What follows belongs to an exercise in optimizing a design on an open flow for small area and a short achievable clock period; a production flow would make more cautious choices.
Function was not checked in any run shown here: the RTL went through the layout flow alone.
Power figures rest on the tool's default switching activity, not on a simulated workload.

--- flow/run.sh ---
#!/bin/bash
# synth_recipe.tcl (not shown) runs the flow's synth.tcl, then flattens the netlist and writes it again
# the make line also repeats each setting of config.mk as NAME=value (left out here)
make -C /OpenROAD-flow-scripts/flow DESIGN_CONFIG=/design/flow/config.mk WORK_HOME=/design/flow/orfs CLKGATE_MAP_FILE= SYNTH_SCRIPT=/design/flow/synth_recipe.tcl finish
--- flow/config.mk ---
export PLATFORM = sky130hd
export DESIGN_NAME = deflate_stored_top
export DESIGN_NICKNAME = deflate_stored_top
export VERILOG_FILES = /design/flow/design.v
export SDC_FILE = /design/flow/constraint.sdc
export NUM_CORES = 4
export LEC_CHECK = 0
export CAP_MARGIN = 20
export CORE_MARGIN = 2
export CORE_UTILIZATION = 40
export SLEW_MARGIN = 20
--- flow/constraint.sdc ---
create_clock -name core_clock -period 6.0 [get_ports {clk}]
set_input_delay 1.2000 -clock core_clock [delete_from_list [all_inputs] [get_ports {clk}]]
set_output_delay 1.2000 -clock core_clock [all_outputs]
set_load 0.01 [all_outputs]
--- flow/design.v ---
package deflate_pkg;
	function automatic logic [31:0] crc_shift(input logic [31:0] x, input integer n);
		crc_shift = x;
		for (int b = 0; b < n; b++)
			crc_shift = crc_shift[0] ? ((crc_shift >> 1) ^ 32'hEDB8_8320) : (crc_shift >> 1);
	endfunction
endpackage
`timescale 1ns/1ps
module block_decoder (
	input  logic        clk,
	input  logic        rst_n,
	input  logic        word_valid,
	input  logic [31:0] word,
	output logic        a_hdr,           
	output logic        a_dat,           
	output logic [1:0]  a_ra,            
	output logic [3:0]  a_sel,           
	output logic        a_trl,           
	output logic [31:0] a_word,          
	output logic [1:0]  ra,              
	output logic        protocol_error
);
	logic        in_data_q;      
	logic        ended_q;        
	logic        final_q;        
	logic [15:0] bytes_left;     
	logic        accept;
	logic        block_end;
	logic        is_final;
	logic        bl_le4;
	logic [31:0] word_up;
	assign accept    = word_valid & ~a_hdr & ~ended_q;    
	assign bl_le4    = (bytes_left[15:3] == '0) & ~(bytes_left[2] & (bytes_left[1:0] != 2'b00));
	assign block_end = in_data_q ? bl_le4 : (word[15:0] == '0);
	assign is_final  = in_data_q ? final_q : word[24];
	assign ra = (2'd0 - bytes_left[1:0]) & {2{in_data_q & bl_le4}};
	always_comb begin
		case (ra)
			2'd0: word_up = word;
			2'd1: word_up = {word[23:0], 8'b0};
			2'd2: word_up = {word[15:0], 16'b0};
			2'd3: word_up = {word[7:0],  24'b0};
		endcase
	end
	always_ff @(posedge clk or negedge rst_n) begin
		if (!rst_n) begin
			in_data_q      <= 1'b0;
			ended_q        <= 1'b0;
			a_hdr          <= 1'b0;
			a_dat          <= 1'b0;
			a_trl          <= 1'b0;
			a_sel          <= '0;
			protocol_error <= 1'b0;
		end else begin
			a_hdr <= accept & ~in_data_q;
			a_dat <= accept & in_data_q;
			a_trl <= accept & block_end & is_final;
			for (int r = 0; r < 4; r++)
				a_sel[r] <= accept & in_data_q & (ra == 2'(r));
			if (word_valid & ~accept)
				protocol_error <= 1'b1;
			if (accept) begin
				in_data_q <= ~block_end;
				ended_q   <= block_end & is_final;
			end
		end
	end
	always_ff @(posedge clk) begin
		a_word <= word_up;
		if (accept) begin
			if (in_data_q) begin
				bytes_left[15:2] <= bytes_left[15:2] - 14'd1;
			end else begin
				bytes_left <= word[15:0];
				final_q    <= word[24];
			end
		end
	end
	assign a_ra = {a_sel[2] | a_sel[3], a_sel[1] | a_sel[3]};
endmodule
`timescale 1ns/1ps
module crc32_engine (
	input  logic        clk,
	input  logic        rst_n,
	input  logic        crc_valid,
	input  logic [3:0]  crc_sel,         
	input  logic [31:0] crc_data,        
	output logic [31:0] crc_out
);
	logic [31:0] inv_q;          
	logic [31:0] c;
	logic [31:0] t_in;           
	logic [31:0] r_lo;           
	logic [31:0] c_next;
	assign c = ~inv_q;
	always_comb begin
		for (int p = 0; p < 4; p++) begin
			t_in[p*8 +: 8] = '0;
			r_lo[p*8 +: 8] = c[p*8 +: 8] & {8{~crc_valid}};
			for (int r = 0; r < 4; r++) begin
				if (p >= r)
					t_in[p*8 +: 8] = t_in[p*8 +: 8] | (c[(p-r)*8 +: 8] & {8{crc_sel[r]}});
				else
					r_lo[p*8 +: 8] = r_lo[p*8 +: 8] | (c[(p-r+4)*8 +: 8] & {8{crc_sel[r]}});
			end
			t_in[p*8 +: 8] = t_in[p*8 +: 8] ^ (crc_data[p*8 +: 8] & {8{crc_valid}});
		end
	end
	assign c_next[0] = t_in[0] ^ t_in[1] ^ t_in[2] ^ t_in[3] ^ t_in[4] ^ t_in[6] ^ t_in[7] ^ t_in[8] ^ t_in[16] ^ t_in[20] ^ t_in[22] ^ t_in[23] ^ t_in[26] ^ r_lo[0];
	assign c_next[1] = t_in[1] ^ t_in[2] ^ t_in[3] ^ t_in[4] ^ t_in[5] ^ t_in[7] ^ t_in[8] ^ t_in[9] ^ t_in[17] ^ t_in[21] ^ t_in[23] ^ t_in[24] ^ t_in[27] ^ r_lo[1];
	assign c_next[2] = t_in[0] ^ t_in[2] ^ t_in[3] ^ t_in[4] ^ t_in[5] ^ t_in[6] ^ t_in[8] ^ t_in[9] ^ t_in[10] ^ t_in[18] ^ t_in[22] ^ t_in[24] ^ t_in[25] ^ t_in[28] ^ r_lo[2];
	assign c_next[3] = t_in[1] ^ t_in[3] ^ t_in[4] ^ t_in[5] ^ t_in[6] ^ t_in[7] ^ t_in[9] ^ t_in[10] ^ t_in[11] ^ t_in[19] ^ t_in[23] ^ t_in[25] ^ t_in[26] ^ t_in[29] ^ r_lo[3];
	assign c_next[4] = t_in[2] ^ t_in[4] ^ t_in[5] ^ t_in[6] ^ t_in[7] ^ t_in[8] ^ t_in[10] ^ t_in[11] ^ t_in[12] ^ t_in[20] ^ t_in[24] ^ t_in[26] ^ t_in[27] ^ t_in[30] ^ r_lo[4];
	assign c_next[5] = t_in[0] ^ t_in[3] ^ t_in[5] ^ t_in[6] ^ t_in[7] ^ t_in[8] ^ t_in[9] ^ t_in[11] ^ t_in[12] ^ t_in[13] ^ t_in[21] ^ t_in[25] ^ t_in[27] ^ t_in[28] ^ t_in[31] ^ r_lo[5];
	assign c_next[6] = t_in[0] ^ t_in[2] ^ t_in[3] ^ t_in[9] ^ t_in[10] ^ t_in[12] ^ t_in[13] ^ t_in[14] ^ t_in[16] ^ t_in[20] ^ t_in[23] ^ t_in[28] ^ t_in[29] ^ r_lo[6];
	assign c_next[7] = t_in[1] ^ t_in[3] ^ t_in[4] ^ t_in[10] ^ t_in[11] ^ t_in[13] ^ t_in[14] ^ t_in[15] ^ t_in[17] ^ t_in[21] ^ t_in[24] ^ t_in[29] ^ t_in[30] ^ r_lo[7];
	assign c_next[8] = t_in[0] ^ t_in[2] ^ t_in[4] ^ t_in[5] ^ t_in[11] ^ t_in[12] ^ t_in[14] ^ t_in[15] ^ t_in[16] ^ t_in[18] ^ t_in[22] ^ t_in[25] ^ t_in[30] ^ t_in[31] ^ r_lo[8];
	assign c_next[9] = t_in[0] ^ t_in[2] ^ t_in[4] ^ t_in[5] ^ t_in[7] ^ t_in[8] ^ t_in[12] ^ t_in[13] ^ t_in[15] ^ t_in[17] ^ t_in[19] ^ t_in[20] ^ t_in[22] ^ t_in[31] ^ r_lo[9];
	assign c_next[10] = t_in[0] ^ t_in[2] ^ t_in[4] ^ t_in[5] ^ t_in[7] ^ t_in[9] ^ t_in[13] ^ t_in[14] ^ t_in[18] ^ t_in[21] ^ t_in[22] ^ t_in[26] ^ r_lo[10];
	assign c_next[11] = t_in[1] ^ t_in[3] ^ t_in[5] ^ t_in[6] ^ t_in[8] ^ t_in[10] ^ t_in[14] ^ t_in[15] ^ t_in[19] ^ t_in[22] ^ t_in[23] ^ t_in[27] ^ r_lo[11];
	assign c_next[12] = t_in[2] ^ t_in[4] ^ t_in[6] ^ t_in[7] ^ t_in[9] ^ t_in[11] ^ t_in[15] ^ t_in[16] ^ t_in[20] ^ t_in[23] ^ t_in[24] ^ t_in[28] ^ r_lo[12];
	assign c_next[13] = t_in[0] ^ t_in[3] ^ t_in[5] ^ t_in[7] ^ t_in[8] ^ t_in[10] ^ t_in[12] ^ t_in[16] ^ t_in[17] ^ t_in[21] ^ t_in[24] ^ t_in[25] ^ t_in[29] ^ r_lo[13];
	assign c_next[14] = t_in[0] ^ t_in[1] ^ t_in[4] ^ t_in[6] ^ t_in[8] ^ t_in[9] ^ t_in[11] ^ t_in[13] ^ t_in[17] ^ t_in[18] ^ t_in[22] ^ t_in[25] ^ t_in[26] ^ t_in[30] ^ r_lo[14];
	assign c_next[15] = t_in[1] ^ t_in[2] ^ t_in[5] ^ t_in[7] ^ t_in[9] ^ t_in[10] ^ t_in[12] ^ t_in[14] ^ t_in[18] ^ t_in[19] ^ t_in[23] ^ t_in[26] ^ t_in[27] ^ t_in[31] ^ r_lo[15];
	assign c_next[16] = t_in[1] ^ t_in[4] ^ t_in[7] ^ t_in[10] ^ t_in[11] ^ t_in[13] ^ t_in[15] ^ t_in[16] ^ t_in[19] ^ t_in[22] ^ t_in[23] ^ t_in[24] ^ t_in[26] ^ t_in[27] ^ t_in[28] ^ r_lo[16];
	assign c_next[17] = t_in[2] ^ t_in[5] ^ t_in[8] ^ t_in[11] ^ t_in[12] ^ t_in[14] ^ t_in[16] ^ t_in[17] ^ t_in[20] ^ t_in[23] ^ t_in[24] ^ t_in[25] ^ t_in[27] ^ t_in[28] ^ t_in[29] ^ r_lo[17];
	assign c_next[18] = t_in[0] ^ t_in[3] ^ t_in[6] ^ t_in[9] ^ t_in[12] ^ t_in[13] ^ t_in[15] ^ t_in[17] ^ t_in[18] ^ t_in[21] ^ t_in[24] ^ t_in[25] ^ t_in[26] ^ t_in[28] ^ t_in[29] ^ t_in[30] ^ r_lo[18];
	assign c_next[19] = t_in[0] ^ t_in[1] ^ t_in[4] ^ t_in[7] ^ t_in[10] ^ t_in[13] ^ t_in[14] ^ t_in[16] ^ t_in[18] ^ t_in[19] ^ t_in[22] ^ t_in[25] ^ t_in[26] ^ t_in[27] ^ t_in[29] ^ t_in[30] ^ t_in[31] ^ r_lo[19];
	assign c_next[20] = t_in[0] ^ t_in[3] ^ t_in[4] ^ t_in[5] ^ t_in[6] ^ t_in[7] ^ t_in[11] ^ t_in[14] ^ t_in[15] ^ t_in[16] ^ t_in[17] ^ t_in[19] ^ t_in[22] ^ t_in[27] ^ t_in[28] ^ t_in[30] ^ t_in[31] ^ r_lo[20];
	assign c_next[21] = t_in[0] ^ t_in[2] ^ t_in[3] ^ t_in[5] ^ t_in[12] ^ t_in[15] ^ t_in[17] ^ t_in[18] ^ t_in[22] ^ t_in[26] ^ t_in[28] ^ t_in[29] ^ t_in[31] ^ r_lo[21];
	assign c_next[22] = t_in[2] ^ t_in[7] ^ t_in[8] ^ t_in[13] ^ t_in[18] ^ t_in[19] ^ t_in[20] ^ t_in[22] ^ t_in[26] ^ t_in[27] ^ t_in[29] ^ t_in[30] ^ r_lo[22];
	assign c_next[23] = t_in[0] ^ t_in[3] ^ t_in[8] ^ t_in[9] ^ t_in[14] ^ t_in[19] ^ t_in[20] ^ t_in[21] ^ t_in[23] ^ t_in[27] ^ t_in[28] ^ t_in[30] ^ t_in[31] ^ r_lo[23];
	assign c_next[24] = t_in[2] ^ t_in[3] ^ t_in[6] ^ t_in[7] ^ t_in[8] ^ t_in[9] ^ t_in[10] ^ t_in[15] ^ t_in[16] ^ t_in[21] ^ t_in[23] ^ t_in[24] ^ t_in[26] ^ t_in[28] ^ t_in[29] ^ t_in[31] ^ r_lo[24];
	assign c_next[25] = t_in[1] ^ t_in[2] ^ t_in[6] ^ t_in[9] ^ t_in[10] ^ t_in[11] ^ t_in[17] ^ t_in[20] ^ t_in[23] ^ t_in[24] ^ t_in[25] ^ t_in[26] ^ t_in[27] ^ t_in[29] ^ t_in[30] ^ r_lo[25];
	assign c_next[26] = t_in[2] ^ t_in[3] ^ t_in[7] ^ t_in[10] ^ t_in[11] ^ t_in[12] ^ t_in[18] ^ t_in[21] ^ t_in[24] ^ t_in[25] ^ t_in[26] ^ t_in[27] ^ t_in[28] ^ t_in[30] ^ t_in[31] ^ r_lo[26];
	assign c_next[27] = t_in[0] ^ t_in[1] ^ t_in[2] ^ t_in[6] ^ t_in[7] ^ t_in[11] ^ t_in[12] ^ t_in[13] ^ t_in[16] ^ t_in[19] ^ t_in[20] ^ t_in[23] ^ t_in[25] ^ t_in[27] ^ t_in[28] ^ t_in[29] ^ t_in[31] ^ r_lo[27];
	assign c_next[28] = t_in[0] ^ t_in[4] ^ t_in[6] ^ t_in[12] ^ t_in[13] ^ t_in[14] ^ t_in[16] ^ t_in[17] ^ t_in[21] ^ t_in[22] ^ t_in[23] ^ t_in[24] ^ t_in[28] ^ t_in[29] ^ t_in[30] ^ r_lo[28];
	assign c_next[29] = t_in[0] ^ t_in[1] ^ t_in[5] ^ t_in[7] ^ t_in[13] ^ t_in[14] ^ t_in[15] ^ t_in[17] ^ t_in[18] ^ t_in[22] ^ t_in[23] ^ t_in[24] ^ t_in[25] ^ t_in[29] ^ t_in[30] ^ t_in[31] ^ r_lo[29];
	assign c_next[30] = t_in[3] ^ t_in[4] ^ t_in[7] ^ t_in[14] ^ t_in[15] ^ t_in[18] ^ t_in[19] ^ t_in[20] ^ t_in[22] ^ t_in[24] ^ t_in[25] ^ t_in[30] ^ t_in[31] ^ r_lo[30];
	assign c_next[31] = t_in[0] ^ t_in[1] ^ t_in[2] ^ t_in[3] ^ t_in[5] ^ t_in[6] ^ t_in[7] ^ t_in[15] ^ t_in[19] ^ t_in[21] ^ t_in[22] ^ t_in[25] ^ t_in[31] ^ r_lo[31];
	always_ff @(posedge clk or negedge rst_n) begin
		if (!rst_n)
			inv_q <= '0;
		else
			inv_q <= ~c_next;
	end
	assign crc_out = inv_q;
endmodule
`timescale 1ns/1ps
module stored_sequencer (
	input  logic        clk,
	input  logic        rst_n,
	input  logic        a_hdr,
	input  logic        a_dat,
	input  logic [1:0]  a_ra,
	input  logic [3:0]  a_sel,
	input  logic [1:0]  ra_next,         
	input  logic        a_trl,
	input  logic [31:0] a_word,
	output logic [2:0]  b_n,             
	output logic        b_last,          
	output logic        b_bf,            
	output logic [31:0] b_lanes          
);
	logic        st_crc_q;               
	logic        st_isize_q;             
	logic [1:0]  pos_q;                  
	logic [15:0] isize_lo_q;             
	logic        isize_c_q;
	logic [15:0] isize_hi_q;
	logic [31:0] crc_value;
	logic [31:0] g;                      
	logic [2:0]  n_c;
	logic [16:0] lo_sum;
	logic [1:0]  rot_next;
	logic [3:0]  rot_q;                  
	crc32_engine crc32_engine_i (
		.clk       (clk),
		.rst_n     (rst_n),
		.crc_valid (a_dat),
		.crc_data  (a_word),
		.crc_sel   (a_sel),
		.crc_out   (crc_value)
	);
	always_comb begin
		if (a_hdr)
			g = {~a_word[7:0], a_word[15:8], a_word[7:0], ~a_word[15:8]};
		else if (a_dat)
			g = a_word;
		else if (st_crc_q)
			g = crc_value;
		else
			g = {isize_hi_q, isize_lo_q};
	end
	always_comb begin
		if (a_hdr)
			n_c = 3'd5;
		else if (a_dat)
			n_c = {a_ra == 2'd0, 2'd0 - a_ra};
		else if (st_crc_q | st_isize_q)
			n_c = 3'd4;
		else
			n_c = 3'd0;
	end
	assign rot_next = pos_q + {1'b0, a_hdr} - a_ra - ra_next;
	assign lo_sum = {1'b0, isize_lo_q} + {1'b0, a_word[15:0]};
	always_ff @(posedge clk or negedge rst_n) begin
		if (!rst_n) begin
			st_crc_q   <= 1'b0;
			st_isize_q <= 1'b0;
			pos_q      <= '0;
			isize_lo_q <= '0;
			isize_c_q  <= 1'b0;
			isize_hi_q <= '0;
			b_n        <= '0;
			b_last     <= 1'b0;
		end else begin
			st_crc_q   <= a_trl;
			st_isize_q <= st_crc_q;
			pos_q      <= pos_q + n_c[1:0];            
			if (a_hdr)
				isize_lo_q <= lo_sum[15:0];
			isize_c_q  <= a_hdr & lo_sum[16];
			isize_hi_q <= isize_hi_q + {15'b0, isize_c_q};
			b_n        <= n_c;
			b_last     <= st_isize_q;
		end
	end
	always_ff @(posedge clk) begin
		b_bf    <= a_word[24];
		for (int r = 0; r < 4; r++)
			rot_q[r] <= (rot_next == 2'(r));
		b_lanes <= ({32{rot_q[0]}} & g)
		         | ({32{rot_q[1]}} & {g[23:0], g[31:24]})
		         | ({32{rot_q[2]}} & {g[15:0], g[31:16]})
		         | ({32{rot_q[3]}} & {g[7:0],  g[31:8]});
	end
endmodule
`timescale 1ns/1ps
module bit_packer (
	input  logic        clk,
	input  logic        rst_n,
	input  logic [2:0]  b_n,
	input  logic        b_last,
	input  logic        b_bf,
	input  logic [31:0] b_lanes,
	output logic        out_valid,
	output logic [31:0] out_word,
	output logic        out_last,
	output logic [2:0]  out_bytes,
	output logic        done
);
	logic [2:0]  cnt_q;          
	logic        drain_q;        
	logic [31:0] ovf_q;          
	logic [31:0] held;           
	logic [3:0]  cnt_in;
	logic        last_seen;
	logic        emit;
	logic        emit_last;
	logic        hdr;
	logic [3:0]  sel_acc;        
	logic [3:0]  sel_fld;        
	logic [3:0]  sel_bf;         
	logic [31:0] word_c;
	assign cnt_in    = {1'b0, cnt_q} + {1'b0, b_n};
	assign last_seen = drain_q | b_last;
	assign emit      = (cnt_in >= 4'd4) | (last_seen & (cnt_in != '0));
	assign emit_last = last_seen & (cnt_in != '0) & (cnt_in <= 4'd4);
	assign hdr       = (b_n == 3'd5);
	always_comb begin
		for (int j = 0; j < 4; j++) begin
			sel_acc[j] = (cnt_q > 3'(j));
			sel_fld[j] = ~sel_acc[j] & (b_n != '0);
			sel_bf[j]  = hdr & (cnt_q[1:0] == 2'(j));
		end
		held = out_valid ? ovf_q : out_word;
		for (int j = 0; j < 4; j++) begin
			word_c[j*8 +: 8] = ({8{sel_acc[j]}} & held[j*8 +: 8])
			                 | ({8{sel_fld[j] & ~sel_bf[j]}} & b_lanes[j*8 +: 8])
			                 | {7'b0, sel_bf[j] & b_bf};
		end
	end
	always_ff @(posedge clk or negedge rst_n) begin
		if (!rst_n) begin
			cnt_q     <= '0;
			drain_q   <= 1'b0;
			out_valid <= 1'b0;
			done      <= 1'b0;
		end else begin
			out_valid <= emit;
			drain_q   <= last_seen & ~emit_last;
			done      <= done | emit_last;
			if (emit)
				cnt_q <= emit_last ? '0 : 3'(cnt_in - 4'd4);
			else
				cnt_q <= 3'(cnt_in);
		end
	end
	always_ff @(posedge clk) begin
		out_last  <= emit_last;
		out_bytes <= emit_last ? 3'(cnt_in) : 3'd4;
		out_word  <= word_c;
		ovf_q     <= b_lanes;
	end
endmodule
`timescale 1ns/1ps
module deflate_stored_top (
	input  logic                        clk,
	input  logic                        rst_n,
	input  logic                        word_valid,
	input  logic [32-1:0]  word,           
	output logic                        out_valid,
	output logic [32-1:0]  out_word,
	output logic                        out_last,
	output logic [3-1:0] out_bytes,
	output logic                        done,
	output logic                        protocol_error
);
	logic        a_hdr, a_dat, a_trl;   
	logic [1:0]  a_ra;
	logic [3:0]  a_sel;
	logic [1:0]  ra_next;
	logic [31:0] a_word;
	logic [2:0]  b_n;                   
	logic        b_last, b_bf;
	logic [31:0] b_lanes;
	block_decoder block_decoder_i (
		.clk            (clk),
		.rst_n          (rst_n),
		.word_valid     (word_valid),
		.word           (word),
		.a_hdr          (a_hdr),
		.a_dat          (a_dat),
		.a_ra            (a_ra),
		.a_sel           (a_sel),
		.ra              (ra_next),
		.a_trl          (a_trl),
		.a_word         (a_word),
		.protocol_error (protocol_error)
	);
	stored_sequencer stored_sequencer_i (
		.clk     (clk),
		.rst_n   (rst_n),
		.a_hdr   (a_hdr),
		.a_dat   (a_dat),
		.a_ra     (a_ra),
		.a_sel    (a_sel),
		.ra_next  (ra_next),
		.a_trl   (a_trl),
		.a_word  (a_word),
		.b_n     (b_n),
		.b_last  (b_last),
		.b_bf    (b_bf),
		.b_lanes (b_lanes)
	);
	bit_packer bit_packer_i (
		.clk       (clk),
		.rst_n     (rst_n),
		.b_n       (b_n),
		.b_last    (b_last),
		.b_bf      (b_bf),
		.b_lanes   (b_lanes),
		.out_valid (out_valid),
		.out_word  (out_word),
		.out_last  (out_last),
		.out_bytes (out_bytes),
		.done      (done)
	);
endmodule
==> metrics list, run 1 <==
* Number of search-and-repair iterations in the first detailed-routing pass: 8
- Data arrival, critical path: about 4.2 ns
- Yosys attributes the largest share of cell area to sky130_fd_sc_hd__dfxtp_1 19%, sky130_fd_sc_hd__dfrtp_1 15%, sky130_fd_sc_hd__xnor2_1 14%.
- Adder-Cell Fraction of Synth Area: 2.64%
- Detailed-route via count: about 11000
* Average instance area after synthesis: 9.86 µm²
* Fmax: around 270 MHz
- Total routing usage reported by global routing: 22.7%
- Setup_tns: 0 ns
* Dominant synthesized flop cell: sky130_fd_sc_hd__dfxtp_1
- GRT overflow: 0
- Buffer type at the clock tree root: sky130_fd_sc_hd__clkbuf_16
- Final hold violations: 0
- In this run the count of I/O pins placed on the die edge is 74.
- Buffers inserted to repair hold after CTS numbered 0.
- Yosys mapped the design onto 70 distinct sky130hd cell types.
- Post-Syn Area: 14600 µm²
* Crit-path max FO: 27
* Proportion of synthesized area in mux cells: 7.52%
- For the worst-skew pair, the clock arrives at the later sink with an insertion delay of 0.56 ns.
* Flip-flop and latch count after synthesis: 243
- Max Slew Vio Count: 0
- Final count of negative-setup-slack endpoints: 0
- Async SR Flop Fraction: 36.6%
- Counting flops with a built-in enable in the synthesized netlist gives 17.
- Internal power: 2770 µW
- Of the cells placed in the final design, the portion with a size suffix greater than 1 is approximately 10%.
- The via count of the first global-routing pass was 10837.
- Final worst path period share: 61.7%
- After detailed routing, the average wire length per cell comes to 21.6 µm.
* Final weighted congestion in routability-driven placement: 0.944
* Count leader, synth: sky130_fd_sc_hd__xnor2_1
- Simple-Gate Fraction of Synth Area: 9.09%
- The first global-routing pass estimated 66000 µm of wire.
- The run finished with no timing, DRC or antenna violations.
* Sequential cell area: 5480 µm²
- The filler cells instantiated in the layout total 3463.
- The clock arrives with 0.0118 ns of skew.
- Counting along the longest clock path gives a buffer depth of 3.
- Summed over all nets, the half-perimeter wirelength after detailed placement is 32500 µm.
* Count of unresolved DRC violations after routing: 0
* Largest net degree at the start of global routing: between 60 and 70
- Effective utilization at floorplan: a little over 40%
* Area after detailed placement: 15700 µm²
* Dominant combinational cell family by area after synthesis: XOR/XNOR gates
- The critical path in this run is classified as flip-flop to flip-flop.
* Wire length after detailed routing: 43600 µm
- Transition time at the pin with the least slew margin: 1.12 ns
- Summing the areas of all compound-gate instances in the mapped netlist gives approximately 16% of the synthesized area.
- The biggest area contributor in the post-synthesis netlist is sky130_fd_sc_hd__dfxtp_1.
* Resized cells post-CTS: 0
- For this design the total switching power over the nets is 777 µW.
* Ys Warns: 4
* Worst hold path cell count: 0
- For this design the static power due to leakage is approximately 0.0063 µW.
* Post-Layout Inst Area: 16700 µm²
- Final cell utilization of the core: 46.0%
- In this run, the clock network consumes 50.3% of the power.
- The top cell type by area accounts for roughly a fifth of the synthesized area.
- Number of buffers created by CTS: 28
- The core region is 36300 µm².
* Maximum capacitance violations: 0
* Unrepaired setup endpoints after global routing: false
- In the final layout, the multi-input gates occupy around 8600 µm².
- In this run, the number of DRC markers left after iteration 0 of detailed routing was roughly 990.
- Seq/Total Area, Yosys: 37.5%
- Across the VDD grid, the largest voltage drop is 188 µV.
- Post-Synth XOR/XNOR Area: 23.3%
* Remaining max-slew budget at the tightest pin: around a quarter
- Cells after Synth: about 1500
- Sorting the synthesized cells by how often they occur yields 238 x sky130_fd_sc_hd__xnor2_1, 137 x sky130_fd_sc_hd__dfxtp_1, 134 x sky130_fd_sc_hd__nand2_1.
* Number of nets produced by synthesis: 1546
- In this run the core area contains 70 standard-cell rows.
- Relative to the synthesized area, the layout overhead comes to 14.0%.
- Required time at the worst-slack endpoint: 6.50 ns
- CTS H-tree lvls: 1
- Number of nets at the end of the flow: 1588
- Min-delay worst type: flip-flop to flip-flop
* Full die area: 38100 µm²
* Combinational cell fraction of total power: under 10%
- Chip width: 195 µm
- PortBufs: 73
- Post-route antenna net violation count: 0
- The worst path in the final design needs a cycle of 3.70 ns, including I/O delays and setup.
* Switching Share: 21.9%
- Clock-pin slew was measured on the worst setup and hold paths at 0.06 ns.
* Clock tree from TritonCTS: built
- After detailed routing, the number of vias per cell comes to 5.51.
- After clock tree synthesis, the setup repair step added 0 buffers.
- Dividing total power by cell area gives a power density of 213 nW/µm².
* Number of antenna violations at the first check in global routing: 0
* Relative contribution of sequential cells to total power: 47.1%
* CP Launch Type: flip-flop
* TritonCTS sink count: 243
- The worst register-to-register path has a depth of 14.
- Type of destination of the critical path: flip-flop
* Die Y-Extent: 195 µm
-- critical path: stages, from the launching register on --
cell and delay, ns:
sky130_fd_sc_hd__edfxtp_1 0.83, sky130_fd_sc_hd__inv_1 0.20, sky130_fd_sc_hd__ha_1 0.25, sky130_fd_sc_hd__o211a_1 0.21, sky130_fd_sc_hd__and4_1 0.25, sky130_fd_sc_hd__nand2_1 0.15
sky130_fd_sc_hd__inv_1 0.10, sky130_fd_sc_hd__fa_1 0.51, sky130_fd_sc_hd__inv_1 0.05, sky130_fd_sc_hd__ha_1 0.19, sky130_fd_sc_hd__xor2_1 0.15, sky130_fd_sc_hd__xnor2_1 0.14
sky130_fd_sc_hd__xnor2_1 0.15, sky130_fd_sc_hd__xnor2_1 0.29, sky130_fd_sc_hd__nor2b_1 0.17
-- area by class of cell --
| type | instances | share of cell area, % |
|---|---|---|
| clock inverters | 11 | 0.788 |
| diodes | 1 | 0.0150 |
| well taps | 468 | 3.51 |
| multi-input cells | 1117 | 51.7 |
| repair buffers | 82 | 4.78 |
| clock buffers | 41 | 5.11 |
| inverters | 52 | 1.19 |
| flip-flops and latches | 243 | 32.9 |
-- cells by family after synthesis --
family	Yosys count
buffers and inverters	122
muxes	105
DFF	243
and+or+nand+nor	297
adders and majority gates	29
AOI/OAI and AO/OA	337
xor gates and xnor gates	349
-- cells in the final DEF (no fill, tap or decap), types with 6 or more instances in the layout --
| cell type | n |
|---|---|
| sky130_fd_sc_hd__o22ai_1 | 28 |
| sky130_fd_sc_hd__nand2_1 | 134 |
| sky130_fd_sc_hd__edfxtp_1 | 17 |
| sky130_fd_sc_hd__clkbuf_16 | 30 |
| sky130_fd_sc_hd__o21ai_0 | 88 |
| sky130_fd_sc_hd__xor2_1 | 72 |
| sky130_fd_sc_hd__a221o_1 | 6 |
| sky130_fd_sc_hd__nor4_1 | 7 |
| sky130_fd_sc_hd__a222oi_1 | 6 |
| sky130_fd_sc_hd__nand3_1 | 11 |
| sky130_fd_sc_hd__a21o_1 | 10 |
| sky130_fd_sc_hd__a21oi_1 | 43 |
| sky130_fd_sc_hd__xnor2_1 | 238 |
| sky130_fd_sc_hd__xor2_2 | 14 |
| sky130_fd_sc_hd__ha_1 | 26 |
| sky130_fd_sc_hd__a221oi_1 | 9 |
| sky130_fd_sc_hd__inv_1 | 46 |
| sky130_fd_sc_hd__nor2b_1 | 7 |
| sky130_fd_sc_hd__clkdlybuf4s50_1 | 72 |
| sky130_fd_sc_hd__nor3_1 | 13 |
| sky130_fd_sc_hd__a22o_1 | 19 |
| sky130_fd_sc_hd__o22a_1 | 7 |
| sky130_fd_sc_hd__nand4_1 | 8 |
| sky130_fd_sc_hd__and2_1 | 15 |
| sky130_fd_sc_hd__clkbuf_8 | 6 |
| sky130_fd_sc_hd__mux2i_1 | 67 |
| sky130_fd_sc_hd__nor2_1 | 71 |
| sky130_fd_sc_hd__mux2_2 | 38 |
| sky130_fd_sc_hd__a22oi_1 | 80 |
| sky130_fd_sc_hd__nand2b_1 | 14 |
| sky130_fd_sc_hd__dfxtp_1 | 137 |
| sky130_fd_sc_hd__xnor2_2 | 20 |
| sky130_fd_sc_hd__dfrtp_1 | 87 |
| sky130_fd_sc_hd__buf_4 | 10 |
-- flip-flops by register name, summed over array words and instances (netlist names), 2 cells and up --
name / cells
block_decoder_i.a_sel: 4
bit_packer_i.out_word: 32
stored_sequencer_i.pos_q: 2
stored_sequencer_i.b_n: 3
bit_packer_i.ovf_q: 32
bit_packer_i.cnt_q: 3
block_decoder_i.bytes_left: 16
stored_sequencer_i.rot_q: 4
stored_sequencer_i.crc32_engine_i.inv_q: 32
stored_sequencer_i.isize_hi_q: 16
stored_sequencer_i.isize_lo_q: 16
bit_packer_i.out_bytes: 3
block_decoder_i.a_word: 32
stored_sequencer_i.b_lanes: 32
-- through the flow --
step                instances  power, µW  setup WS [ns]  hold WS (ns)
floorplan                1482       1730           2.83         0.331
global placement         1962       1800           2.43         0.333
detailed placement       1962       1800           2.34         0.335
CTS                      2014       3590           2.31         0.344
global route             2014       3670           2.03         0.345
finish                   2015       3550           2.30         0.345
-- final timing paths --
kind | endpoint | slack (ns) | startpoint
min reg2reg | bit_packer_i.ovf_q[0] | 0.34 | stored_sequencer_i.b_lanes[0]
max in group asynchronous | block_decoder_i.a_dat | 4.20 | rst_n
max | stored_sequencer_i.rot_q[2] | 2.30 | block_decoder_i.bytes_left[0]
max reg2reg | stored_sequencer_i.rot_q[2] | 2.30 | block_decoder_i.bytes_left[0]
min | bit_packer_i.ovf_q[0] | 0.34 | stored_sequencer_i.b_lanes[0]
min in group asynchronous | stored_sequencer_i.crc32_engine_i.inv_q[27] | 0.67 | rst_n
-- power groups by stage --
stage	Combinational (µW)	Sequential [µW]	Clock [µW]
after global routing	103	1670	1890
after CTS	94.0	1670	1830
after detailed placement	93.6	1700	0
final	93.1	1670	1780
after floorplan	37.0	1690	0
after global placement	92.2	1700	0
-- layer usage --
layer  wire length, µm  part of all wire, %  up-vias  GRT usage (%)
li1                  -                    -     5250              -
met1             19800                   45     5370           31.7
met2             19800                   45      398           36.0
met3              2660                  6.1       77           3.13
met4              1330                  3.1        0           7.92
met5                 0                    0        -              0
==> run 2: changes to the inputs <==
--- a/flow/config.mk
+++ b/flow/config.mk
@@ -10,2 +10,3 @@
 export CORE_UTILIZATION = 40
+export SETUP_SLACK_MARGIN = 3.5
 export SLEW_MARGIN = 20
==> run 2 against run 1 <==
Combinational power rose by 2%. Fmax rose by 22%. Critical path depth fell by 8. Count of clock-buffer cells in the layout fell by 4. Routed wire length rose by 7.6%. Sequential power barely moved. Core utilization rose by 5.3 points. Global-route usage rose by 0.75 points.
==> metrics list, run 2 <==
- The power per cell area is 184 nW/µm² (-13%).
- The final-layout fill cell count came to 3293 (-4.9%).
- Final hold violations: 0 (unchanged)
- Setup repair after global routing could not meet its margin everywhere.
* Status: finished clean
- The effective utilization at floorplan was 40.3% (unchanged).
- Worst hold path cell count: 0 (unchanged)
* Full die area: 38100 µm² (unchanged)
* Top library cells by usage in the layout, fill and taps aside: 194 x sky130_fd_sc_hd__xnor2_1, 132 x sky130_fd_sc_hd__nand2_1, 132 x sky130_fd_sc_hd__dfxtp_1, 97 x sky130_fd_sc_hd__buf_4, 87 x sky130_fd_sc_hd__o21ai_0
- Hold Startpoint: block_decoder_i.a_trl
* Number of antenna violations at the first check in global routing: 2 (+2)
- met2 is the most crowded layer.
- Number of nets produced by synthesis: 1546 (unchanged)
- The switching share of total power came to 22.3% (+0.38 points).
- The count of endpoints failing setup in the final report is 0 (unchanged).
- The final worst slack was 2.97 ns (+0.677 ns).
* Top cells by area in the synthesized netlist: sky130_fd_sc_hd__dfxtp_1 19%, sky130_fd_sc_hd__dfrtp_1 15%, sky130_fd_sc_hd__xnor2_1 14%
- The clock edge transition at the registers on the reported setup and hold paths came to 0.06 ns (about the same).
* DPL Wire Length: 32700 µm (+0.75%)
* Ant. Diodes: 0 (-1)
- The all-layer global routing usage came to 23.4% (+0.75 points).
- The peak supply drop was 210 µV (+12%).
* Setup slack at placement: 2.44 ns (+0.102 ns)
- The violation count after the first detailed-routing iteration was 1111 (+13%).
* Count leader, synth: sky130_fd_sc_hd__xnor2_1
- Met1 Resource Use GR: 32.0% (+0.21 points)
- Maximum capacitance violations: 0 (unchanged)
* Hold slack: 0.350 ns (+0.00562 ns)
- The number of DRC violations after detailed routing is 0 (unchanged).
* Post-route antenna net violation count: 0 (unchanged)
- The clock latency at the later pin of the worst-skew pair was 0.56 ns (about the same).
- Worst reg2reg endpoint: block_decoder_i.a_word[23]
- Crit-path max FO: 20 (-26%)
- Die Y-Extent: 195 µm (unchanged)
- The final period demand of the worst path is 3.03 ns (-0.677 ns).
* Fmax: 330 MHz (+22%)
- Layout cells sized above 1: 23.1% (+13 points)
- Post-Syn Area: 14600 µm² (unchanged)
* Final worst path period share: 50.4% (-11 points)
- The power after layout came to 3420 µW (-3.5%).
- The count of pins over their slew limit is 0 (unchanged).
- The fraction of the yosys area taken by sequential cells was 37.5% (unchanged).
- TritonCTS sink count: 243 (unchanged)
* Cells after Synth: 1482 (unchanged)
- Leading cell types by count after synthesis: 238 x sky130_fd_sc_hd__xnor2_1, 137 x sky130_fd_sc_hd__dfxtp_1, 134 x sky130_fd_sc_hd__nand2_1
- Leaving out fill and tap cells, the most frequent cell in the layout is sky130_fd_sc_hd__xnor2_1.
* Wire length after detailed routing: 46900 µm (+7.6%)
- The H-tree depth was 1 (unchanged).
* Detailed-route via count: 11932 (+7.5%)
- The leakage power summed over all cells was 0.00743 µW (+18%).
- The endpoint arrival time on the critical path was 3.48 ns (-0.72 ns).
* Dominant synthesized flop cell: sky130_fd_sc_hd__dfxtp_1
- Wire length of the first global-routing pass: 68100 µm (+3.2%)
- Buffer type at the clock tree root: sky130_fd_sc_hd__clkbuf_16
- The worst-margin pin slew is 1.11 ns (-0.0104 ns).
- Relative to the synthesized area, the layout overhead comes to 27.1%.
* Worst hold endpoint: stored_sequencer_i.st_crc_q
* Remaining max-slew budget at the tightest pin: 26.2% (+0.69 points)
- The area used by multi-input combinational logic came to 9490 µm² (+10%).
- The total global routing overflow came to 0 (unchanged).
- The worst setup path is captured at a flip-flop.
- R2r setup slk: 2.97 ns (+0.68 ns)
- The boundary pin count was 74 (unchanged).
- The net count of the finished layout is 1702 (+7.2%).
- The average size of a mapped cell was 9.86 µm² (unchanged).
* Part of the power in the clock network: 48.4% (-1.9 points)
- The via count of the first global-routing pass is 11097 (+2.4%).
- Fraction of met3 tracks used by global routing: 3.51% (+0.38 points)
- Vias per Instance: 5.61 (+1.9%)
* Met2 global-route usage: 37.5% (+1.5 points)
* CP Launch Type: flip-flop
* Min-delay worst type: flip-flop to flip-flop
* Number of buffers created by CTS: 27 (-3.6%)
- The number of synthesized flops with an enable pin came to 17 (unchanged).
- The global placement routability congestion is 0.936 (-0.86%).
- Clock tree from TritonCTS: built
- The worst clock skew came to 0.0176 ns (+0.00582 ns).
* Async SR Flop Fraction: 36.6% (unchanged)
* Net switching component of the power: 763 µW (-1.8%)
- The share of power burned in registers was 48.8% (+1.7 points).
* Number of search-and-repair iterations in the first detailed-routing pass: 6 (-2)
- Flip-flop and latch count after synthesis: 243 (unchanged)
* Fraction of synthesized cell area taken by the top area cell type: 18.8% (unchanged)
- The largest net degree at the start of global routing is 62 (unchanged).
- The internal portion of total power came to 2660 µW (-4.0%).
- The warning count from the yosys run is 4 (unchanged).
- Maximum clock insertion buffer count: 3 (unchanged)
- Sequential cell area: 5520 µm² (+0.62%)
* Chip width: 195 µm (unchanged)
* Number of rows in the core area: 70 (unchanged)
- Setup_tns: 0 ns (unchanged)
- By startpoint and endpoint, the worst setup path is classified as flip-flop to flip-flop.
* PortBufs: 73 (unchanged)
- R2R Path Start: block_decoder_i.bytes_left[5]
- The end-of-flow core utilization came to 51.2% (+5.3 points).
* Count of cells along the worst register-to-register path: 6 (-8)
- The core footprint was 36300 µm² (unchanged).
- Count of cell types in the netlist: 70 (unchanged)
* Required time at the worst-slack endpoint: 6.45 ns (-0.05 ns)
* Detail-routed net length per standard cell: 22.1 µm (+2.0%)
- The combinational cell fraction of total power came to 2.8% (+0.2 points).
- Cell type with the largest total area after synthesis: sky130_fd_sc_hd__dfxtp_1
## run 2: critical path, stage by stage, from the launching register on
cell and delay, ns:
sky130_fd_sc_hd__edfxtp_1 0.38, sky130_fd_sc_hd__or4_4 0.57, sky130_fd_sc_hd__nor3_4 0.16, sky130_fd_sc_hd__nand4_1 0.77
sky130_fd_sc_hd__nor3_2 0.74, sky130_fd_sc_hd__a22oi_1 0.13, sky130_fd_sc_hd__o21ai_0 0.17
## run 2: power groups by stage
stage / Clock (µW) / Sequential [µW] / Combinational, µW
finish: 1660 / 1670 / 94.6
global route: 1760 / 1670 / 104
CTS: 1690 / 1670 / 95.0
detailed placement: 0 / 1700 / 92.9
global placement: 0 / 1700 / 91.6
floorplan: 0 / 1690 / 37.0
## run 2: cell type report
cell class,count,share of cell area [%]
clock inverter,13,0.566
timing repair buffer,194,9.86
tap,468,3.15
clock buffer,37,4.23
timing repair inverter,3,0.141
multi-input combinational,1117,51.1
inverter,52,1.30
sequential,243,29.7
## run 2: layer usage
layer | vias to the layer above | wire length, µm
met5 | - | 0
met4 | 0 | 2090
met3 | 125 | 3600
met2 | 563 | 21500
met1 | 5764 | 19800
li1 | 5480 | -
## run 2: metrics by stage
step	instances	instance area [µm²]
after floorplan	1482	14600
after global placement	1961	15700
after CTS	2041	17100
after global routing	2127	18600
after detailed placement	1961	15700
final	2127	18600
## run 2: kinds of logic after synthesis
family,count (synthesis),synth area share (%)
xor gates and xnor gates,349,23.3
and+or+nand+nor,297,9.09
adders and majority gates,29,2.64
buffers and inverters,122,3.56
muxes,105,7.52
AOI/OAI and AO/OA,337,16.4
DFF,243,37.5
## run 2: how the worst max path moves through the flow
| stage | startpoint | end | slack, ns |
|---|---|---|---|
| after floorplan | block_decoder_i.bytes_left[5] | stored_sequencer_i.rot_q[2] | 2.96 |
| after global placement | block_decoder_i.bytes_left[0] | stored_sequencer_i.rot_q[3] | 2.54 |
| after detailed placement | block_decoder_i.bytes_left[0] | stored_sequencer_i.rot_q[2] | 2.44 |
| after CTS | block_decoder_i.bytes_left[5] | stored_sequencer_i.rot_q[2] | 2.94 |
| after global routing | block_decoder_i.bytes_left[5] | block_decoder_i.a_word[23] | 2.73 |
| final | block_decoder_i.bytes_left[5] | block_decoder_i.a_word[23] | 2.97 |
## run 2: timing repair
item / CTS / global route
hold endpoints to repair: 0 / 0
resized for setup: 95 / 109
pin swaps: 17 / 64
hold buffers: 0 / 0
endpoints found under the setup margin: 147 / 64
gates cloned: 1 / 4
setup buffers: 29 / 82
==> run 3: changes to the inputs <==
--- a/flow/design.v
+++ b/flow/design.v
@@ -29,16 +29,16 @@
 	logic        is_final;
-	logic        bl_le4;
+	logic        last_q;         
+	logic [3:0]  ra_oh;
 	logic [31:0] word_up;
 	assign accept    = word_valid & ~a_hdr & ~ended_q;    
-	assign bl_le4    = (bytes_left[15:3] == '0) & ~(bytes_left[2] & (bytes_left[1:0] != 2'b00));
-	assign block_end = in_data_q ? bl_le4 : (word[15:0] == '0);
+	assign block_end = in_data_q ? last_q : (word[15:0] == '0);
 	assign is_final  = in_data_q ? final_q : word[24];
-	assign ra = (2'd0 - bytes_left[1:0]) & {2{in_data_q & bl_le4}};
+	assign ra = {bytes_left[1] ^ bytes_left[0], bytes_left[0]} & {2{in_data_q & last_q}};   
 	always_comb begin
-		case (ra)
-			2'd0: word_up = word;
-			2'd1: word_up = {word[23:0], 8'b0};
-			2'd2: word_up = {word[15:0], 16'b0};
-			2'd3: word_up = {word[7:0],  24'b0};
-		endcase
+		for (int r = 0; r < 4; r++)
+			ra_oh[r] = (ra == 2'(r));
+		word_up = ({32{ra_oh[0]}} & word)
+		        | ({32{ra_oh[1]}} & {word[23:0], 8'b0})
+		        | ({32{ra_oh[2]}} & {word[15:0], 16'b0})
+		        | ({32{ra_oh[3]}} & {word[7:0],  24'b0});
 	end
@@ -58,3 +58,3 @@
 			for (int r = 0; r < 4; r++)
-				a_sel[r] <= accept & in_data_q & (ra == 2'(r));
+				a_sel[r] <= accept & in_data_q & ra_oh[r];
 			if (word_valid & ~accept)
@@ -72,2 +72,3 @@
 				bytes_left[15:2] <= bytes_left[15:2] - 14'd1;
+				last_q           <= (bytes_left[15:4] == '0) & ~(bytes_left[3] & (bytes_left[2:0] != 3'b000));
 			end else begin
@@ -75,2 +76,3 @@
 				final_q    <= word[24];
+				last_q     <= (word[15:3] == '0) & ~(word[2] & (word[1:0] != 2'b00));
 			end
@@ -204,3 +206,8 @@
 	end
-	assign rot_next = pos_q + {1'b0, a_hdr} - a_ra - ra_next;
+	always_comb begin
+		logic [1:0] p, m;
+		p = {pos_q[1] ^ (pos_q[0] & a_hdr), pos_q[0] ^ a_hdr};
+		m = {a_ra[1] ^ ra_next[1] ^ (a_ra[0] & ra_next[0]), a_ra[0] ^ ra_next[0]};
+		rot_next = {p[1] ^ m[1] ^ (~p[0] & m[0]), p[0] ^ m[0]};
+	end
 	assign lo_sum = {1'b0, isize_lo_q} + {1'b0, a_word[15:0]};
@@ -219,3 +226,3 @@
 			st_isize_q <= st_crc_q;
-			pos_q      <= pos_q + n_c[1:0];            
+			pos_q      <= {pos_q[1] ^ (pos_q[0] & a_hdr), pos_q[0] ^ a_hdr} - a_ra;   
 			if (a_hdr)
@@ -256,2 +263,3 @@
 	logic [31:0] held;           
+	logic        emitted_q;      
 	logic [3:0]  cnt_in;
@@ -276,3 +284,3 @@
 		end
-		held = out_valid ? ovf_q : out_word;
+		held = emitted_q ? ovf_q : out_word;
 		for (int j = 0; j < 4; j++) begin
@@ -304,2 +312,3 @@
 		ovf_q     <= b_lanes;
+		emitted_q <= emit;
 	end
--- a/flow/config.mk
+++ b/flow/config.mk
@@ -10,3 +10,3 @@
 export CORE_UTILIZATION = 40
-export SETUP_SLACK_MARGIN = 3.5
+export SETUP_SLACK_MARGIN = 4.0
 export SLEW_MARGIN = 20
==> run 3 against run 2 <==
First-iteration DRC count is 13% higher. Global-route usage is 2.4 points higher. Flip-flop and latch count is 2 higher. Fmax is 14% higher. Clock skew is 0.0053 ns higher. Critical endpoint is now stored_sequencer_i.crc32_engine_i.inv_q[22].
==> metrics list, run 3 <==
- Detail-routed net length per standard cell: 24.2 µm (+9.5%)
* Leading cell types by count after synthesis: 224 x sky130_fd_sc_hd__xnor2_1, 138 x sky130_fd_sc_hd__dfxtp_1, 138 x sky130_fd_sc_hd__nand2_1
- The all-layer global routing usage was 25.9% (+2.4 points).
- The share of Yosys cell area claimed by the top area cell type came to 18.7% (-0.090 points).
* Met2 wire len: 23700 µm (+10%)
* Area Growth Syn to Fin: 42.6%
- Post-Layout Inst Area: 21100 µm² (+14%)
- Routed metal-1 wire length: 21400 µm (+8.4%)
- Number of enable-type register cells in the synthesized netlist: 18 (+1)
- Power per cell area: 628 nW/µm² (+240%)
- The highest clock rate came to 375 MHz (+14%).
* Area after detailed placement: 16200 µm² (+3.4%)
* Internal power: 7650 µW (+190%)
- Worst reg2reg endpoint: stored_sequencer_i.crc32_engine_i.inv_q[22]
* Non-Filler Instances: 2181 (+2.5%)
- The worst clock skew came to 0.0228 ns (+0.00528 ns).
* Switching Share: 42.2% (+20 points)
* Top routing layer in use: met4
- The worst-margin pin slew was 1.14 ns (+0.0344 ns).
- The final period demand of the worst path came to 2.67 ns (-0.360 ns).
- The detailed-route via count is 12575 (+5.4%).
* Fill count: 2879 (-13%)
- The worst slack at placement is 2.79 ns (+0.355 ns).
- Required time at the worst-slack endpoint: 6.48 ns (+0.03 ns)
* Worst hold path cell count: 0 (unchanged)
- The total nets after synthesis was 1531 (-0.97%).
* Final count of negative-setup-slack endpoints: 0 (unchanged)
- Remaining max-slew budget at the tightest pin: 23.9% (-2.3 points)
- Count leader, synth: sky130_fd_sc_hd__xnor2_1
- TritonCTS sink count: 245 (+0.82%)
* Number of buffers created by CTS: 28 (+3.7%)
- Dominant synthesized flop cell: sky130_fd_sc_hd__dfxtp_1
* Layout cells sized above 1: 39.8% (+17 points)
- Via count of the first global-routing pass: 12230 (+10%)
- Commonest non-fill, non-tap cell in the layout: sky130_fd_sc_hd__xnor2_1
* Status: finished clean
- Number of placed instances with taps included: 1946 (-0.76%)
* Cell type with the largest total area after synthesis: sky130_fd_sc_hd__dfxtp_1
- The endpoint arrival time on the critical path came to 3.15 ns (-0.33 ns).
- Top library cells by usage in the layout, fill and taps aside: 145 x sky130_fd_sc_hd__xnor2_1, 134 x sky130_fd_sc_hd__buf_4, 128 x sky130_fd_sc_hd__nand2_1, 95 x sky130_fd_sc_hd__dfxtp_1, 69 x sky130_fd_sc_hd__xnor2_2
* Min-delay worst type: flip-flop to flip-flop
* Initial detailed-routing violation count: 1253 (+13%)
- Clock tree synthesis selected as its root buffer the cell sky130_fd_sc_hd__clkbuf_16.
* Count of cell types in the netlist: 75 (+7.1%)
- Number of top-level pins: 74 (unchanged)
- The H-tree depth came to 1 (unchanged).
- The via density per instance is 5.77 (+2.8%).
- The row count came to 70 (unchanged).
- Flip-flop and latch count after synthesis: 245 (+0.82%)
- Number of antenna violations at the first check in global routing: 0 (-2)
* Core region area: 36500 µm² (+0.72%)
- Part of the power in the clock network: 14.1% (-34 points)
* Leakage: 0.00845 µW (+14%)
- R2r setup slk: 3.33 ns (+0.36 ns)
- Setup CP Type: flip-flop to flip-flop
* Count of hold-fix buffers inserted at cts: 0 (unchanged)
* Unrepaired setup endpoints after global routing: true
- The clock edge transition at the registers on the reported setup and hold paths came to 0.08 ns (+0.02 ns).
- Number of search-and-repair iterations in the first detailed-routing pass: 7 (+1)
- Post-route antenna net violation count: 0 (unchanged)
* GRT overflow: 0 (unchanged)
* Average instance area after synthesis: 10.1 µm² (+2.3%)
- Cells after Synth: 1466 (-1.1%)
- The global placement routability congestion came to 0.946 (+1.1%).
- CP startpoint: stored_sequencer_i.crc32_engine_i.inv_q[4]
* Combinational cell fraction of total power: 61.5% (+59 points)
- Ant. Diodes: 0 (unchanged)
- The total of max-cap violations is 0 (unchanged).
- Sequential cell area: 5630 µm² (+2.0%)
- Type of destination of the critical path: flip-flop
- The net count of the finished layout is 1756 (+3.2%).
- The area used by multi-input combinational logic is 10900 µm² (+14%).
* Worst VDD drop: 389 µV (+85%)
- The die extent in y came to 196 µm (+0.59%).
- The warning count from the yosys run was 4 (unchanged).
* Wire length of the first global-routing pass: 75700 µm (+11%)
- The worst-case clock buffer depth was 3 (unchanged).
- The share of flip-flops with an asynchronous set or reset was 36.3% (-0.30 points).
* CP Launch Type: flip-flop
- Clock tree from TritonCTS: built
- The routed length on met3 was 4060 µm (+13%).
- Setup_tns: 0 ns (unchanged)
* Worst Slack Setup Final: 3.33 ns (+0.360 ns)
- Wire length after detailed routing: 52700 µm (+12%)
* PortBufs: 73 (unchanged)
- Crit-path max FO: 6 (-70%)
- Clock Latency Late Sink: 0.57 ns (about the same)
- The worst register-to-register path begins at stored_sequencer_i.crc32_engine_i.inv_q[4].
- The number of DRC violations after detailed routing came to 0 (unchanged).
- By area the synthesized netlist is led by sky130_fd_sc_hd__dfxtp_1 19%, sky130_fd_sc_hd__dfrtp_1 15%, sky130_fd_sc_hd__xnor2_1 13%.
* DPL Wire Length: 33700 µm (+2.8%)
- The largest net degree at the start of global routing is 50 (-19%).
- The share of power burned in registers is 24.4% (-24 points).
* Final worst path period share: 44.4% (-6.0 points)
- The count of pins over their slew limit is 0 (unchanged).
- The total net switching power is 5590 µW (+630%).
- Final hold violations: 0 (unchanged)
* Effective utilization at floorplan: 40.5% (+0.20 points)
- The post-synthesis instance area was 14800 µm² (+1.2%).
* Seq/Total Area, Yosys: 37.4% (-0.11 points)
* Hold slack: 0.349 ns (-0.00144 ns)
* CP Capture Point: stored_sequencer_i.crc32_engine_i.inv_q[22]
- Chip width: 196 µm (+0.59%)
- The number of cell instances on the worst register-to-register path is 8 (+2).
- Full die area: 38500 µm² (+1.2%)
-- run 3: area by class of cell --
type                       count  area share, %
clock buffer                  42           4.51
clock inverter                10          0.368
inverter                      46           1.05
multi-input combinational   1105           51.5
sequential                   245           26.7
tap                          468           2.78
timing repair buffer         264           13.0
timing repair inverter         1         0.0949
-- run 3: how the worst min path moves through the flow --
| stage | from | end | slack [ns] |
|---|---|---|---|
| 2_1_floorplan | stored_sequencer_i.b_lanes[17] | bit_packer_i.ovf_q[17] | 0.33 |
| 3_3_place_gp | stored_sequencer_i.b_lanes[27] | bit_packer_i.ovf_q[27] | 0.33 |
| 3_5_place_dp | stored_sequencer_i.b_lanes[24] | bit_packer_i.ovf_q[24] | 0.34 |
| 4_1_cts | stored_sequencer_i.b_lanes[0] | bit_packer_i.ovf_q[0] | 0.35 |
| 5_1_grt | stored_sequencer_i.b_lanes[0] | bit_packer_i.ovf_q[0] | 0.36 |
| 6_report | stored_sequencer_i.b_lanes[24] | bit_packer_i.ovf_q[24] | 0.35 |
-- run 3: cells by family (layout without fill, tap and decap cells) --
logic type               Yosys count  in the layout  share of synthesized area, %
XOR/XNOR                         348            348                          24.1
adder cells (fa/ha/maj)           30             30                          2.64
AO/OA/AOI/OAI                    324            324                          16.2
flip-flops                       245            245                          37.4
buffers and inverters            116            363                          3.37
AND/OR/NAND/NOR                  304            304                          9.28
multiplexers                      99             99                          6.99
-- run 3: power groups by stage --
stage	Clock [µW]	Sequential, µW	Combinational [µW]
final	1870	3230	8140
after global routing	1960	3280	8640
after CTS	1890	3170	7110
after detailed placement	0	3180	5920
after global placement	0	3170	5860
after floorplan	0	2730	4860
-- run 3: stage by stage --
step | power (µW) | util [%]
floorplan | 7590 | -
global placement | 9030 | 44.5
detailed placement | 9100 | 44.5
CTS | 12200 | 54.0
global route | 13900 | 57.8
finish | 13200 | 57.8
-- run 3: layer usage --
layer,up-vias,track usage [%]
met1,6087,35.3
li1,5573,-
met2,687,40.5
met4,0,12.8
met3,228,3.37
met5,-,0
-- run 3: worst max-delay path: stages, from the launching register on --
cell and delay (ns):
sky130_fd_sc_hd__dfrtp_1 0.56, sky130_fd_sc_hd__inv_1 0.11, sky130_fd_sc_hd__a222oi_1 0.59, sky130_fd_sc_hd__xnor2_4 0.25
sky130_fd_sc_hd__buf_8 0.23, sky130_fd_sc_hd__xor2_2 0.19, sky130_fd_sc_hd__xnor2_2 0.23, sky130_fd_sc_hd__xor2_1 0.25
sky130_fd_sc_hd__xnor2_1 0.17
-- run 3: what timing repair did --
action	in CTS	in global routing
resized for setup	473	179
buffers inserted	129	46
cloned	4	4
endpoints found under the setup margin	200	177
pin swaps	81	102
==> run 4: changes to the inputs <==
--- a/flow/config.mk
+++ b/flow/config.mk
@@ -10,3 +10,3 @@
 export CORE_UTILIZATION = 40
-export SETUP_SLACK_MARGIN = 4.0
+export SETUP_SLACK_MARGIN = 3.5
 export SLEW_MARGIN = 20
==> run 4 against run 3 <==
First-iteration DRC count down 12%. Synthesized cell count unchanged. Hold slack worse by 0.0024 ns. Die area unchanged. Global-route usage down 1.4 points. Core utilization down 4.5 points. Flip-flop and latch count unchanged. Sequential power down 2%. Critical path depth unchanged. Via count down 4.2%. Cell area down 7.7%. Cell count down 2.1%.
==> metrics list, run 4 <==
- Status: finished clean
- Transition time at the pin with the least slew margin: 1.10 ns (-0.0360 ns)
- Power per cell area: 623 nW/µm² (-0.80%)
* Fraction of synthesized cell area taken by the top area cell type: 18.7% (unchanged)
- The all-layer global routing usage came to 24.5% (-1.4 points).
- The floorplan die area was 38500 µm² (unchanged).
- Number of search-and-repair iterations in the first detailed-routing pass: 6 (-1)
* TritonCTS sink count: 245 (unchanged)
- Chip width: 196 µm (unchanged)
- Maximum capacitance violations: 0 (unchanged)
- The final worst-path cycle share was 43.6% (-0.86 points).
* Setup CP Type: flip-flop to flip-flop
* Net switching component of the power: 5110 µW (-8.5%)
- Worst hold endpoint: stored_sequencer_i.st_crc_q
* Unrepaired setup endpoints after global routing: true
- Walking the worst path, the cells encountered are inv_1 > a222oi_1 > xnor2_4 > xnor2_4 > xor2_1 > xnor3_1 > xnor2_2 > xnor2_1.
- Among all stages on the critical path, the largest delay is contributed by sky130_fd_sc_hd__a222oi_1.
- The power after layout is 12100 µW (-8.5%).
- The leakage power summed over all cells was 0.00783 µW (-7.3%).
- The final-layout fill cell count was 3135 (+8.9%).
- The effective utilization at floorplan was 40.5% (unchanged).
- Maximum clock insertion buffer count: 3 (unchanged)
- Clock Latency Late Sink: 0.56 ns (about the same)
* Detailed-route via count: 12049 (-4.2%)
- The first-pass GRT wire length was 71700 µm (-5.4%).
- The share of flip-flops with an asynchronous set or reset was 36.3% (unchanged).
- Post-route antenna net violation count: 0 (unchanged)
* Combinational cell fraction of total power: 59.0% (-2.5 points)
- Worst reg2reg endpoint: stored_sequencer_i.crc32_engine_i.inv_q[27]
* Via count of the first global-routing pass: 11558 (-5.5%)
- Sequential cell area: 5580 µm² (-0.87%)
* Detail-routed net length per standard cell: 22.9 µm (-5.4%)
- Number of enable-type register cells in the synthesized netlist: 18 (unchanged)
* PortBufs: 73 (unchanged)
- The row count was 70 (unchanged).
- In the post-synthesis netlist, the biggest area contributors are sky130_fd_sc_hd__dfxtp_1 19%, sky130_fd_sc_hd__dfrtp_1 15%, sky130_fd_sc_hd__xnor2_1 13%.
* Crit-path max FO: 5 (-1)
- Min-delay worst type: flip-flop to flip-flop
- Final count of negative-setup-slack endpoints: 0 (unchanged)
- The ratio of cells with drive above 1 in the final layout was 26.6% (-13 points).
- Final hold violations: 0 (unchanged)
- The core footprint is 36500 µm² (unchanged).
* Combined buffer and inverter count along the critical path: 1 (-1)
- The number of buffers created by CTS is 28 (unchanged).
- Cell type with the largest total area after synthesis: sky130_fd_sc_hd__dfxtp_1
* Number of nets produced by synthesis: 1531 (unchanged)
* Hold Startpoint: block_decoder_i.a_trl
- Data arrival, critical path: 3.05 ns (-0.10 ns)
- The worst setup path is launched from a flip-flop.
* Seq/Total Area, Yosys: 37.4% (unchanged)
- STA classifies the critical path endpoint as a flip-flop.
- Final Skew: 0.0164 ns (-0.00640 ns)
- Part of the power in the clock network: 14.8% (+0.7 points)
- Buffer type at the clock tree root: sky130_fd_sc_hd__clkbuf_16
* R2r setup slk: 3.39 ns (+0.05 ns)
* Internal power: 7010 µW (-8.4%)
- Leaving out fill and tap cells, the most frequent cell in the layout is sky130_fd_sc_hd__xnor2_1.
- The worst register-to-register path begins at stored_sequencer_i.crc32_engine_i.inv_q[12].
- Vias per Instance: 5.64 (-2.2%)
- The end-of-flow core utilization is 53.3% (-4.5 points).
- The count of pins over their slew limit is 0 (unchanged).
- Number of top-level pins: 74 (unchanged)
* Clock tree from TritonCTS: built
- Final weighted congestion in routability-driven placement: 0.967 (+2.3%)
- The number of cell instances on the worst register-to-register path came to 8 (unchanged).
- Ant. Diodes: 0 (unchanged)
- The post-synthesis instance area came to 14800 µm² (unchanged).
- Number of antenna violations at the first check in global routing: 0 (unchanged)
- The most used flip-flop cell after synthesis is sky130_fd_sc_hd__dfxtp_1.
* Leading cell types by count after synthesis: 224 x sky130_fd_sc_hd__xnor2_1, 138 x sky130_fd_sc_hd__dfxtp_1, 138 x sky130_fd_sc_hd__nand2_1
* Ys Warns: 4 (unchanged)
- CTS H-tree lvls: 1 (unchanged)
- In the post-synthesis netlist, the cell with the most instances is sky130_fd_sc_hd__xnor2_1.
- The total global routing overflow came to 0 (unchanged).
* Average instance area after synthesis: 10.1 µm² (unchanged)
- The area used by multi-input combinational logic came to 10100 µm² (-7.4%).
- The violation count after the first detailed-routing iteration is 1105 (-12%).
* Number of nets at the end of the flow: 1711 (-2.6%)
- The peak supply drop came to 291 µV (-25%).
- The number of flip-flops and latches in the synthesized netlist came to 245 (unchanged).
- In the layout the commonest cells are 171 x sky130_fd_sc_hd__xnor2_1, 138 x sky130_fd_sc_hd__nand2_1, 131 x sky130_fd_sc_hd__dfxtp_1, 118 x sky130_fd_sc_hd__buf_4, 86 x sky130_fd_sc_hd__o21ai_0.
- Required time at the worst-slack endpoint: 6.43 ns (-0.05 ns)
- Delay of the slowest cell on the worst path: 0.67 ns (+0.08 ns)
- The unique cell type count in the Yosys netlist came to 75 (unchanged).
- Cells after Synth: 1466 (unchanged)
- Clock slew at the register clock pins of the worst setup and hold paths: 0.06 ns (-0.02 ns)
* Setup_tns: 0 ns (unchanged)
- Wire length after detailed routing: 48800 µm (-7.4%)
* Die Y-Extent: 196 µm (unchanged)
- CP top delay family: XOR/XNOR gates
* Remaining max-slew budget at the tightest pin: 26.3% (+2.4 points)
* Largest net degree at the start of global routing: 46 (-8.0%)
- The final period demand of the worst path is 2.61 ns (-0.0516 ns).
* Switching Share: 42.2% (about the same)
- Compared with the post-synthesis result, the final layout area differs by 31.6%.
- Fmax: 382 MHz (+2.0%)
* Count of unresolved DRC violations after routing: 0 (unchanged)
- The share of power burned in registers was 26.2% (+1.8 points).
- The hold-critical path depth is 0 (unchanged).
- Cell repeated most along the worst path: sky130_fd_sc_hd__xnor2_4
- The detailed placer's ending HPWL is 33800 µm (+0.39%).
- The number of buffers inserted for hold repair after clock tree synthesis is 0 (unchanged).
run 4: power groups by stage:
stage	clock (µW)	combinational (µW)	sequential (µW)
final	1790	7150	3170
after global routing	1890	7680	3220
after CTS	1820	6280	3120
after detailed placement	0	5810	3160
after global placement	0	5760	3150
after floorplan	0	4710	2710
run 4: routing by layer:
| metal | GRT usage, % | part of all wire [%] |
|---|---|---|
| met1 | 33.2 | 43 |
| met2 | 39.0 | 45 |
| met3 | 3.61 | 7.4 |
| met4 | 10.6 | 5.3 |
| met5 | 0 | 0 |
run 4: worst reg2reg max path, stage by stage, from the launching register on:
cell and delay [ns]:
sky130_fd_sc_hd__dfrtp_2 0.49, sky130_fd_sc_hd__inv_1 0.10, sky130_fd_sc_hd__a222oi_1 0.67, sky130_fd_sc_hd__xnor2_4 0.26, sky130_fd_sc_hd__xnor2_4 0.24, sky130_fd_sc_hd__xor2_1 0.18
sky130_fd_sc_hd__xnor3_1 0.27, sky130_fd_sc_hd__xnor2_2 0.15, sky130_fd_sc_hd__xnor2_1 0.14
run 4: how the worst max path moves through the flow:
stage                                                startpoint                                          end  slack, ns  cells past startpoint
detailed placement                        block_decoder_i.a_dat  stored_sequencer_i.crc32_engine_i.inv_q[28]       2.49                      8
global placement                          block_decoder_i.a_dat   stored_sequencer_i.crc32_engine_i.inv_q[2]       2.51                      7
global route                           block_decoder_i.a_sel[1]  stored_sequencer_i.crc32_engine_i.inv_q[27]       3.35                      7
CTS                                    block_decoder_i.a_sel[1]  stored_sequencer_i.crc32_engine_i.inv_q[27]       3.33                      7
finish              stored_sequencer_i.crc32_engine_i.inv_q[12]  stored_sequencer_i.crc32_engine_i.inv_q[27]       3.39                      8
floorplan                             block_decoder_i.a_word[0]            stored_sequencer_i.isize_lo_q[14]       3.51                     11
run 4: cell type report:
cell class,count,area share (%)
clock buffers,46,4.87
clock inverters,6,0.206
inverters,46,1.09
multi-input cells,1105,51.6
flip-flops and latches,245,28.7
well taps,468,3.01
repair buffers,219,10.5
repair inverters,1,0.0578
run 4: repair_timing:
action,4_1_cts,5_1_grt
pin swaps,41,82
cloned,2,0
buffers inserted,69,67
endpoints found under the setup margin,134,59
gates resized for setup,138,129
hold endpoints to repair,0,0
run 4: per-stage QoR:
stage | hold slack [ns] | cells | setup slack (ns) | instance area [µm²]
2_1_floorplan | 0.330 | 1466 | 3.51 | 14800
3_3_place_gp | 0.334 | 1946 | 2.51 | 15900
3_5_place_dp | 0.336 | 1946 | 2.49 | 15900
4_1_cts | 0.349 | 2069 | 3.33 | 18000
5_1_grt | 0.360 | 2136 | 3.35 | 19500
6_report | 0.347 | 2136 | 3.39 | 19500
run 4: kinds of logic (layout without fill, tap and decap cells):
| group | after synthesis | in the layout | share of synthesized area (%) |
|---|---|---|---|
| AOI/OAI and AO/OA | 324 | 324 | 16.2 |
| xor gates and xnor gates | 348 | 348 | 24.1 |
| adders and majority gates | 30 | 30 | 2.64 |
| buffers and inverters | 116 | 318 | 3.37 |
| DFF | 245 | 245 | 37.4 |
| muxes | 99 | 99 | 6.99 |
| and+or+nand+nor | 304 | 304 | 9.28 |

[re-timing with driven ports]
Ports are ideal in the flow. The routed layouts listed here were re-timed in OpenROAD. Step 1 sets driving cells, clkbuf_16 on the clock port and buf_2 on the other inputs (assumed; they add their load-dependent delay and slew). Step 2 adds t to the input delays and takes it off the output delays; t is the mean of the earliest and latest rising clock arrival at the registers after step 1. Input paths then give back, and output paths get back, about the clock's delay inside the block. Three values: ideal ports, drivers, drivers and shift; two values: the first two.
| run | t (ns) | slack for setup (ns) | worst slew at a driven data input, ns |
|---|---|---|---|
| run 1 | 0.609 | 2.297 / 2.297 / 2.297 | 0.04 |
| run 2 | 0.606 | 2.973 / 2.973 / 2.973 | 0.04 |
| run 3 | 0.611 | 3.334 / 3.334 / 3.334 | 0.03 |
| run 4 | 0.609 | 3.385 / 3.385 / 3.074 | 0.04 |
After both steps every run listed still meets setup and hold. The setup slack of run 4, which loses most, moves by 0.000 ns with the drivers and by -0.311 ns with both steps.
